This design comes from an exercise in tuning for a short achievable clock period and few clock cycles on the open sky130 flow, not from production work. Only simulation tests tie the RTL to the original design; equivalence was not proved. Power is estimated from default activity; no workload was simulated.

==> inputs of trial 87 <==
// rvCore
module rvCore (
  input  logic  Clock,
  input  logic  rst,
  output rvCorePkg::word_t imemAddr,
  input  rvCorePkg::word_t imemData,
  output rvCorePkg::word_t dmemAddr,
  output rvCorePkg::word_t dmemWrData,
  output logic  dmemWrEn,
  output logic  dmemRdEn,
  input  rvCorePkg::word_t dmemRdData
);
Settings: LEC_CHECK=0, ABC_CLOCK_PERIOD_IN_PS=2000, CAP_MARGIN=20, CORE_MARGIN=2, CORE_UTILIZATION=40, PLACE_DENSITY=0.6, SETUP_SLACK_MARGIN=5, SLEW_MARGIN=20, TNS_END_PERCENT=100; clock period 8.0 ns.
run.sh (not shown) runs the stock make flow with config.mk's settings and CLKGATE_MAP_FILE= SYNTH_SCRIPT=/design/flow/synth_recipe.tcl, a recipe that flattens the netlist after the stock synthesis.
==> trial 67 (differences from trial 87) <==
--- a/flow/design.v
+++ b/flow/design.v
@@ -69,12 +69,10 @@
   localparam int BTBN = 4;
   logic  eRedirect, vRedirect, dRedirect;   
   word_t eTarget, vTarget, dTarget;
   logic  stallD;
   logic     wenE, ldE, stE, brE, jalrE, fusedE, auipcE, predE, usePreE, shortE, nopBrE;
-  logic     killE;   
-  logic     wenEv;
   regAddr_t rdE;
   word_t    opAE, opBE, sdE, preE, altE;
   logic     fAsE, fAoE, fBsE, fBoE, fS1E, fSLE, sumSelE;
   logic     aAdd, aSub, aSll, aSlt, aSltu, aXor, aSrl, aSra, aOr, aAnd;
   logic [2:0] bf3E;
@@ -219,12 +217,10 @@
       isLui <= dLui; isAuipc <= dAuipc; isJal <= dJal; isJalr <= dJalr; isBr <= dBr;
       isLd <= dLd; isSt <= dSt; isAlu <= dOp || dOpI;
       wenD <= dWen; useA <= dUseA; useB <= dUseB; useS <= dUseS;
       brBack <= dBr && irIn[31];
       immT <= dJal ? dImmJ : dBr ? dImmB : dImmU;
-      immHiZ <= dJal ? (dImmJ[31:14] == '0) : dBr ? (dImmB[31:14] == '0) : 1'b0;
-      immHiO <= dJal ? (dImmJ[31:14] == '1) : dBr ? (dImmB[31:14] == '1) : 1'b0;
       immO <= dSt ? dImmS : dImmI;
       immI <= dImmI;
       shortD <= dBr && !irIn[31] && (dImmB <= 32'd16) && (dImmB != 32'd4);
       nopBrD <= dBr && (dImmB == 32'd4);
       dAdd  <= dLd || dSt || dJalr || ((dOp || dOpI) && dF3 == 3'b000 && !(dOp && irIn[30]));
@@ -269,11 +265,10 @@
   regAddr_t   rs1, rs2, rd;
   logic isLui, isAuipc, isJal, isJalr, isBr, isLd, isSt, isAlu;
   logic wenD, useA, useB, useS, brBack, shortD, nopBrD;
   logic dAdd, dSub, dSll, dSlt, dSltu, dXor, dSrl, dSra, dOr, dAnd;
   word_t immT, immO, immI;
-  logic  immHiZ, immHiO;
   assign f3  = ir[14:12];
   assign rd  = ir[11:7];
   assign rs1 = ir[19:15];
   assign rs2 = ir[24:20];
   word_t rf1, rf2, rd1, rd2;
@@ -286,14 +281,13 @@
     .wrEn   (wenW),
     .wrAddr (rdW),
     .wrData (wbData)
   );
   logic aHitE, aHitM, bHitE, bHitM;
-  assign wenEv = wenE && !killE;
-  assign aHitE = wenEv && (rdE == rs1);
+  assign aHitE = wenE && (rdE == rs1);
   assign aHitM = wenM && (rdM == rs1);
-  assign bHitE = wenEv && (rdE == rs2);
+  assign bHitE = wenE && (rdE == rs2);
   assign bHitM = wenM && (rdM == rs2);
   logic aWt, bWt;
   assign aWt = wenW && (rdW == rs1) && !aHitM;
   assign bWt = wenW && (rdW == rs2) && !bHitM;
   assign rd1 = ({32{aWt && ldW}}  & dmemRdData)
@@ -310,33 +304,28 @@
       (useS && bHitE && ldE));
   logic  skipV, skipNow;
   word_t skipTgt;
   logic  inShadowD;
   assign inShadowD = skipV && (pcD != skipTgt);
-  word_t pcImm, pcPlus4;
+  word_t pcImm, pcPlus4, fusedTarget;
   logic  fusedD, wantTaken, btbOk;
   assign pcImm       = pcD + immT;
   assign pcPlus4     = pcD + 32'd4;
-  logic [13:0] lowT, lowF;
-  logic okT, okF;
-  assign lowT = {1'b0, pcD[13:1]} + {1'b0, immT[13:1]};
-  assign lowF = {1'b0, preE[13:1]} + {1'b0, immI[13:1]};
-  assign okT  = lowT[13] ? immHiO : immHiZ;
-  assign okF  = (lowF[13] == immI[31]);
-  assign fusedD      = isJalr && auipcE && aHitE && okF;   
+  assign fusedD      = isJalr && auipcE && aHitE;   
+  assign fusedTarget = preE + immI;
   assign wantTaken   = !inShadowD && (isJal || brBack || fusedD);
   assign btbOk       = btbD && !inShadowD && (isJal || brBack);
   logic dGo, dGoE;
   assign dGo       = irV && !stallD && !eRedirect && !vRedirect;   
-  assign dGoE      = dGo && !inShadowD;
-  assign dRedirect = dGo && !btbOk && ((wantTaken && (fusedD || okT)) || (!wantTaken && btbD));
+  assign dGoE      = dGo && !inShadowD && !skipNow;
+  assign dRedirect = dGo && !btbOk && (wantTaken || btbD);
   assign dTarget   = !wantTaken ? pcPlus4 :
-                     fusedD ? {preE[31:14], lowF[12:0], 1'b0} : {pcD[31:14], lowT[12:0], 1'b0};
+                     fusedD ? {fusedTarget[31:1], 1'b0} : pcImm;
   assign btbIns    = dGo && !hitD && wantTaken && !fusedD;
   always_ff @(posedge Clock) begin
     if (rst) vRedirect <= 1'b0;
-    else     vRedirect <= dGo && ((btbOk && (pcImm != btbTgD)) || (!btbOk && wantTaken && !fusedD && !okT));
+    else     vRedirect <= dGo && btbOk && (pcImm != btbTgD);
     vTarget <= pcImm;
   end
   always_ff @(posedge Clock) begin
     if (rst) begin
       for (int i = 0; i < BTBN; i++) btbV[i] <= 1'b0;
@@ -437,37 +426,32 @@
       3'b110:  taken = ltU;
       3'b111:  taken = !ltU;
       default: taken = 1'b0;
     endcase
   end
-  assign skipNow = brE && shortE && taken && !eRedirect && !killE && !dRedirect && !(irV && btbD);
-  assign eMiss       = !eRedirect && !killE &&
+  assign skipNow = brE && shortE && taken && !eRedirect && !dRedirect && !(irV && btbD);
+  assign eMiss       = !eRedirect &&
                        ((brE && !nopBrE && (taken != predE) && !skipNow) || (jalrE && !fusedE));
   assign eMissTarget = (jalrE && !fusedE) ? {sum[31:1], 1'b0} : altE;
   always_ff @(posedge Clock) begin
-    if (rst) begin
-      eRedirect <= 1'b0;
-      killE     <= 1'b0;
-    end else begin
-      eRedirect <= eMiss;
-      killE     <= skipNow;
-    end
+    if (rst) eRedirect <= 1'b0;
+    else     eRedirect <= eMiss;
     eTarget <= eMissTarget;
   end
   always_ff @(posedge Clock) begin
     if (rst || eRedirect || vRedirect) skipV <= 1'b0;
     else if (skipNow) skipV <= 1'b1;
     else if (dGo && !inShadowD) skipV <= 1'b0;   
-    if (!skipV) skipTgt <= altE;
+    if (skipNow) skipTgt <= altE;
   end
   always_ff @(posedge Clock) begin
     if (rst) begin
       dmemWrEn <= 1'b0; dmemRdEn <= 1'b0; wenM <= 1'b0; ldM <= 1'b0;
       wenW <= 1'b0; ldW <= 1'b0;
     end else begin
-      dmemWrEn <= stE && !eRedirect && !killE; dmemRdEn <= ldE && !eRedirect && !killE;
-      wenM <= wenE && !eRedirect && !killE; ldM <= ldE && !eRedirect && !killE;
+      dmemWrEn <= stE && !eRedirect; dmemRdEn <= ldE && !eRedirect;
+      wenM <= wenE && !eRedirect; ldM <= ldE && !eRedirect;
       wenW <= wenM; ldW <= ldM;
     end
     dmemAddr   <= sum;
     dmemWrData <= sdv;
     sumM <= sum;
==> trial 1 (differences from trial 87) <==
--- a/flow/design.v
+++ b/flow/design.v
@@ -66,18 +66,20 @@
 );
   typedef rvCorePkg::word_t word_t;
   typedef rvCorePkg::regAddr_t regAddr_t;
   localparam int BTBN = 4;
   logic  eRedirect, vRedirect, dRedirect;   
+  logic  dRedirect0;
   word_t eTarget, vTarget, dTarget;
   logic  stallD;
   logic     wenE, ldE, stE, brE, jalrE, fusedE, auipcE, predE, usePreE, shortE, nopBrE;
   logic     killE;   
   logic     wenEv;
   regAddr_t rdE;
   word_t    opAE, opBE, sdE, preE, altE;
   logic     fAsE, fAoE, fBsE, fBoE, fS1E, fSLE, sumSelE;
+  logic     fAlE, fBlE;   
   logic     aAdd, aSub, aSll, aSlt, aSltu, aXor, aSrl, aSra, aOr, aAnd;
   logic [2:0] bf3E;
   logic     wenM, ldM, selSumM;
   regAddr_t rdM;
   word_t    sumM, othM, resM;   
@@ -87,11 +89,12 @@
   word_t    wbData;
   logic  btbV [BTBN];
   word_t btbPc [BTBN];
   word_t btbTg [BTBN];
   logic [1:0] btbPtr;
-  logic  btbIns;
+  logic  btbIns, btbInsR;   
+  rvCorePkg::word_t btbPcR, btbTgR;
   logic  btbHit;
   word_t btbTarget;
   word_t pc;
   always_comb begin
     btbHit    = 1'b0;
@@ -124,15 +127,45 @@
       end
       g = gn; p = pn;
     end
     ks12 = x ^ {g[10:0], 1'b0};
   endfunction
+  function automatic logic [12:0] ks13(logic [12:0] a, logic [12:0] b);
+    logic [12:0] g, p, gn, pn, x;
+    x = a ^ b;
+    g = a & b;
+    p = x;
+    for (int d = 1; d < 13; d = d * 2) begin
+      gn = g; pn = p;
+      for (int i = d; i < 13; i++) begin
+        gn[i] = g[i] | (p[i] & g[i-d]);
+        pn[i] = p[i] & p[i-d];
+      end
+      g = gn; p = pn;
+    end
+    ks13 = x ^ {g[11:0], 1'b0};
+  endfunction
+  logic        lastAu;        
+  logic [4:0]  lastRd;
+  logic [12:0] lastLow;       
+  logic [12:0] f2Jr;
+  logic        f2Jalr;
+  assign f2Jr   = ks13(lastLow, {imemData[31], imemData[31], imemData[31:21]});
+  assign f2Jalr = (imemData[6:0] == 7'b1100111) && lastAu && (imemData[19:15] == lastRd);
+  always_ff @(posedge Clock) begin
+    if (rst || flushF || f2Red) lastAu <= 1'b0;
+    else if (f2V) lastAu <= !f2B && (imemData[6:0] == 7'b0010111) && (imemData[11:7] != 5'd0);
+    if (f2V) begin
+      lastRd  <= imemData[11:7];
+      lastLow <= {pcF2[13:12] + imemData[13:12], pcF2[11:1]};
+    end
+  end
   assign f2J   = ks12(pcF2[13:2], {imemData[13:12], imemData[20], imemData[30:22]});
   assign f2Br  = ks12(pcF2[13:2], {imemData[31], imemData[31], imemData[7], imemData[30:25], imemData[11:9]});
-  assign f2Tgt = {pcF2[31:14], imemData[3] ? f2J : f2Br, 2'b00};
+  assign f2Tgt = {pcF2[31:14], imemData[3] ? f2J : imemData[2] ? f2Jr[12:1] : f2Br, 2'b00};
   assign f2Red = f2V && !f2B && advance &&
-                 ((imemData[6:0] == 7'b1101111) || (imemData[6:0] == 7'b1100011 && imemData[31]));
+                 ((imemData[6:0] == 7'b1101111) || (imemData[6:0] == 7'b1100011 && imemData[31]) || f2Jalr);
   assign f2Bx  = f2B || f2Red;
   assign f2Tx  = f2Red ? f2Tgt : f2T;
   logic [1:0] occ;   
   word_t b0I, b0P, b0T, b1I, b1P, b1T;
   logic  b0B, b1B, b0H, b1H;   
@@ -142,11 +175,11 @@
   logic  dTake;      
   logic [1:0] occAfter;
   logic  advance;
   assign imemAddr = pc;
   assign dTake    = !irV || !stallD;
-  assign flushF   = eRedirect || vRedirect || dRedirect;
+  assign flushF   = eRedirect || vRedirect || dRedirect0;
   always_comb begin
     occAfter = occ;
     if (dTake) begin
       if (occ != 2'd0) occAfter = occ - 2'd1 + {1'b0, f2V};
       else             occAfter = 2'd0;
@@ -166,11 +199,11 @@
         pc <= eTarget;
         pcNew <= 1'b1;
       end else if (vRedirect) begin
         pc <= vTarget;
         pcNew <= 1'b1;
-      end else if (dRedirect) begin
+      end else if (dRedirect0) begin
         pc <= dTarget;
         pcNew <= 1'b1;
       end else if (advance) begin
         pc <= f2Red ? f2Tgt : btbHit ? btbTarget : pc + 32'd4;
         pcNew <= 1'b1;
@@ -310,45 +343,56 @@
       (useS && bHitE && ldE));
   logic  skipV, skipNow;
   word_t skipTgt;
   logic  inShadowD;
   assign inShadowD = skipV && (pcD != skipTgt);
-  word_t pcImm, pcPlus4;
+  word_t pcImm, pcPlus4, fusedFull, fullTgt;
   logic  fusedD, wantTaken, btbOk;
   assign pcImm       = pcD + immT;
   assign pcPlus4     = pcD + 32'd4;
   logic [13:0] lowT, lowF;
   logic okT, okF;
   assign lowT = {1'b0, pcD[13:1]} + {1'b0, immT[13:1]};
   assign lowF = {1'b0, preE[13:1]} + {1'b0, immI[13:1]};
   assign okT  = lowT[13] ? immHiO : immHiZ;
   assign okF  = (lowF[13] == immI[31]);
-  assign fusedD      = isJalr && auipcE && aHitE && okF;   
+  assign fusedD      = isJalr && auipcE && aHitE;   
+  assign fusedFull   = preE + immI;
+  assign fullTgt     = fusedD ? {fusedFull[31:1], 1'b0} : pcImm;
   assign wantTaken   = !inShadowD && (isJal || brBack || fusedD);
-  assign btbOk       = btbD && !inShadowD && (isJal || brBack);
+  assign btbOk       = btbD && !inShadowD && (isJal || brBack || fusedD);
   logic dGo, dGoE;
-  assign dGo       = irV && !stallD && !eRedirect && !vRedirect;   
+  logic dGo0;
+  assign dGo0      = irV && !stallD && !eRedirect && !vRedirect;   
+  assign dGo       = dGo0;
   assign dGoE      = dGo && !inShadowD;
-  assign dRedirect = dGo && !btbOk && ((wantTaken && (fusedD || okT)) || (!wantTaken && btbD));
+  assign dRedirect0 = dGo0 && !btbOk && (wantTaken || btbD);
+  assign dRedirect  = dRedirect0;
   assign dTarget   = !wantTaken ? pcPlus4 :
                      fusedD ? {preE[31:14], lowF[12:0], 1'b0} : {pcD[31:14], lowT[12:0], 1'b0};
   assign btbIns    = dGo && !hitD && wantTaken && !fusedD;
   always_ff @(posedge Clock) begin
     if (rst) vRedirect <= 1'b0;
-    else     vRedirect <= dGo && ((btbOk && (pcImm != btbTgD)) || (!btbOk && wantTaken && !fusedD && !okT));
-    vTarget <= pcImm;
+    else     vRedirect <= dGo && ((btbOk && (fullTgt != btbTgD)) || (!btbOk && wantTaken && (fusedD ? !okF : !okT)));
+    vTarget <= fullTgt;
   end
   always_ff @(posedge Clock) begin
     if (rst) begin
       for (int i = 0; i < BTBN; i++) btbV[i] <= 1'b0;
       btbPtr <= '0;
-    end else if (btbIns) begin
-      btbV[btbPtr]  <= 1'b1;
-      btbPc[btbPtr] <= pcD;
-      btbTg[btbPtr] <= pcImm;
-      btbPtr <= btbPtr + 2'd1;
+      btbInsR <= 1'b0;
+    end else begin
+      btbInsR <= btbIns;
+      if (btbInsR) begin
+        btbV[btbPtr]  <= 1'b1;
+        btbPc[btbPtr] <= btbPcR;
+        btbTg[btbPtr] <= btbTgR;
+        btbPtr <= btbPtr + 2'd1;
+      end
     end
+    btbPcR <= pcD;
+    btbTgR <= pcImm;
   end
   always_ff @(posedge Clock) begin
     if (rst || !dGoE) begin
       wenE <= 1'b0; ldE <= 1'b0; stE <= 1'b0; brE <= 1'b0;
       jalrE <= 1'b0; auipcE <= 1'b0;
@@ -370,10 +414,12 @@
     sdE     <= rd2;
     fAsE    <= useA && aHitE && sumSelE;
     fAoE    <= useA && aHitE && !sumSelE;
     fBsE    <= useB && bHitE && sumSelE;
     fBoE    <= useB && bHitE && !sumSelE;
+    fAlE    <= 1'b0;
+    fBlE    <= 1'b0;
     sumSelE <= dAdd && !isJalr;
     fS1E    <= useS && bHitE;
     fSLE    <= useS && !bHitE && bHitM && ldM;   
     aAdd    <= dAdd;
     aSub    <= dSub;
@@ -384,17 +430,25 @@
     aSrl    <= dSrl;
     aSra    <= dSra;
     aOr     <= dOr;
     aAnd    <= dAnd;
   end
-  word_t srcA, srcB, sdv, sum, diff, oth;
-  logic  eq, ltS, ltU, taken;
+  word_t srcA, srcB, cmpA, cmpB, sdv, sum, diff, oth;
+  logic  ltS, ltU, taken;
   logic [4:0] sh;
   logic  eMiss;
   word_t eMissTarget;
-  assign srcA = ({32{fAsE}} & sumM) | ({32{fAoE}} & othM) | ({32{!fAsE && !fAoE}} & opAE);
-  assign srcB = ({32{fBsE}} & sumM) | ({32{fBoE}} & othM) | ({32{!fBsE && !fBoE}} & opBE);
+  assign srcA = ({32{fAsE}} & sumM) | ({32{fAoE}} & othM) | ({32{fAlE}} & dmemRdData)
+              | ({32{!fAsE && !fAoE && !fAlE}} & opAE);
+  assign srcB = ({32{fBsE}} & sumM) | ({32{fBoE}} & othM) | ({32{fBlE}} & dmemRdData)
+              | ({32{!fBsE && !fBoE && !fBlE}} & opBE);
+  assign cmpA = ({32{fAsE}} & sumM) | ({32{fAoE}} & othM) | ({32{!fAsE && !fAoE}} & opAE);
+  assign cmpB = ({32{fBsE}} & sumM) | ({32{fBoE}} & othM) | ({32{!fBsE && !fBoE}} & opBE);
+  logic  beq, bltS, bltU;
+  assign beq  = (cmpA == cmpB);
+  assign bltS = ($signed(cmpA) < $signed(cmpB));
+  assign bltU = (cmpA < cmpB);
   assign sdv  = fS1E ? resM : fSLE ? dmemRdData : sdE;
   function automatic word_t ksAdd(word_t a, word_t b, logic cin);
     logic [31:0] g, p, gn, pn, x;
     x = a ^ b;
     g = a & b;
@@ -410,11 +464,10 @@
     end
     ksAdd = x ^ {g[30:0], cin};
   endfunction
   assign sum  = ksAdd(srcA, srcB, 1'b0);
   assign diff = srcA - srcB;
-  assign eq   = (srcA == srcB);
   assign ltS  = ($signed(srcA) < $signed(srcB));
   assign ltU  = (srcA < srcB);
   assign sh   = srcB[4:0];
   always_comb begin
     oth = ({32{aSub}}  & diff)
@@ -428,20 +481,20 @@
         | ({32{aAnd}}  & (srcA & srcB));
     if (usePreE) oth = preE;
   end
   always_comb begin
     case (bf3E)
-      3'b000:  taken = eq;
-      3'b001:  taken = !eq;
-      3'b100:  taken = ltS;
-      3'b101:  taken = !ltS;
-      3'b110:  taken = ltU;
-      3'b111:  taken = !ltU;
+      3'b000:  taken = beq;
+      3'b001:  taken = !beq;
+      3'b100:  taken = bltS;
+      3'b101:  taken = !bltS;
+      3'b110:  taken = bltU;
+      3'b111:  taken = !bltU;
       default: taken = 1'b0;
     endcase
   end
-  assign skipNow = brE && shortE && taken && !eRedirect && !killE && !dRedirect && !(irV && btbD);
+  assign skipNow = brE && shortE && taken && !eRedirect && !killE && !dRedirect0 && !(irV && btbD);
   assign eMiss       = !eRedirect && !killE &&
                        ((brE && !nopBrE && (taken != predE) && !skipNow) || (jalrE && !fusedE));
   assign eMissTarget = (jalrE && !fusedE) ? {sum[31:1], 1'b0} : altE;
   always_ff @(posedge Clock) begin
     if (rst) begin
==> flow/config.mk (replaced) <==
export PLATFORM = sky130hd
export DESIGN_NAME = rvCore
export DESIGN_NICKNAME = rvCore
export VERILOG_FILES = /design/flow/design.v
export SDC_FILE = /design/flow/constraint.sdc
export NUM_CORES = 4
export LEC_CHECK = 0
export ABC_CLOCK_PERIOD_IN_PS = 2000
export CAP_MARGIN = 30
export CORE_MARGIN = 2
export CORE_UTILIZATION = 40
export PLACE_DENSITY = 0.6
export SETUP_SLACK_MARGIN = 5
export SLEW_MARGIN = 30
export TNS_END_PERCENT = 100
==> qor summary <==
	trial 1	trial 87	trial 67
Wire length on met2	199000 µm	193000 µm	201000 µm
Tap Count	3533	3366	3402
RR Startpoint	pcD[1]	pcD[6]	fAoE
GRT met3 Usage	0.0536	0.0731	0.101
Cell internal pwr	21.3 mW	20.1 mW	20.5 mW
Multi-input gates	5119	4828	4956
Terminus of the critical flop-to-flop path	vRedirect	pc[22]	skipTgt[23]
Worst IR drop on VDD	0.257 mV	0.209 mV	0.249 mV
Share of synthesized area spent on multiplexers	0.156	0.166	0.171
Multi-input gate area in the final layout	49000 µm²	46800 µm²	49300 µm²
Number of nets in the layout	9220	8881	9133
R2R setup slack	3.91 ns	3.76 ns	3.99 ns
Power Density	212 nW/µm²	206 nW/µm²	205 nW/µm²
Worst r2r path cells	14	12	19
Outcome	finished clean	finished clean	finished with violations
Violated checks	-	-	max-capacitance violations, max-slew violations
Worst setup path endpoint	vRedirect	pc[22]	skipTgt[23]
Testbench counts of trial 87, summed over its fixed seeds: cycles 57,993.
Testbench counts of trial 67, summed over its fixed seeds: cycles 57,993.
Testbench counts of trial 1, summed over its fixed seeds: cycles 57,202.

## static timing again, ports no longer ideal
No port has a modelled driver above. Below, the same layouts with a new extraction and two added sets of constraints. Step 1 assumes that a clkbuf_16 drives the clock port and a buf_2 every other input. Step 2 also shifts input and output timing later by t, the mid clock arrival at the registers, as if the neighbouring blocks saw the same clock. a / b / c = ideal / step 1 / step 2; a / b = the first two.
run | t (ns) | setup WS [ns] | clock arrival spread, ns | worst data-port slew with drivers (ns)
trial 87 | 0.972 | 3.763 / 3.763 / 3.394 | 0.100 / 0.100 | 0.14
trial 67 | 0.998 | 3.985 / 3.985 / 3.594 | 0.131 / 0.132 | 0.22
trial 1 | 0.989 | 3.915 / 3.915 / 3.282 | 0.094 / 0.095 | 0.16
For trial 1, which loses most, drivers alone change the setup slack by 0.000 ns; drivers and shift together by -0.633 ns.
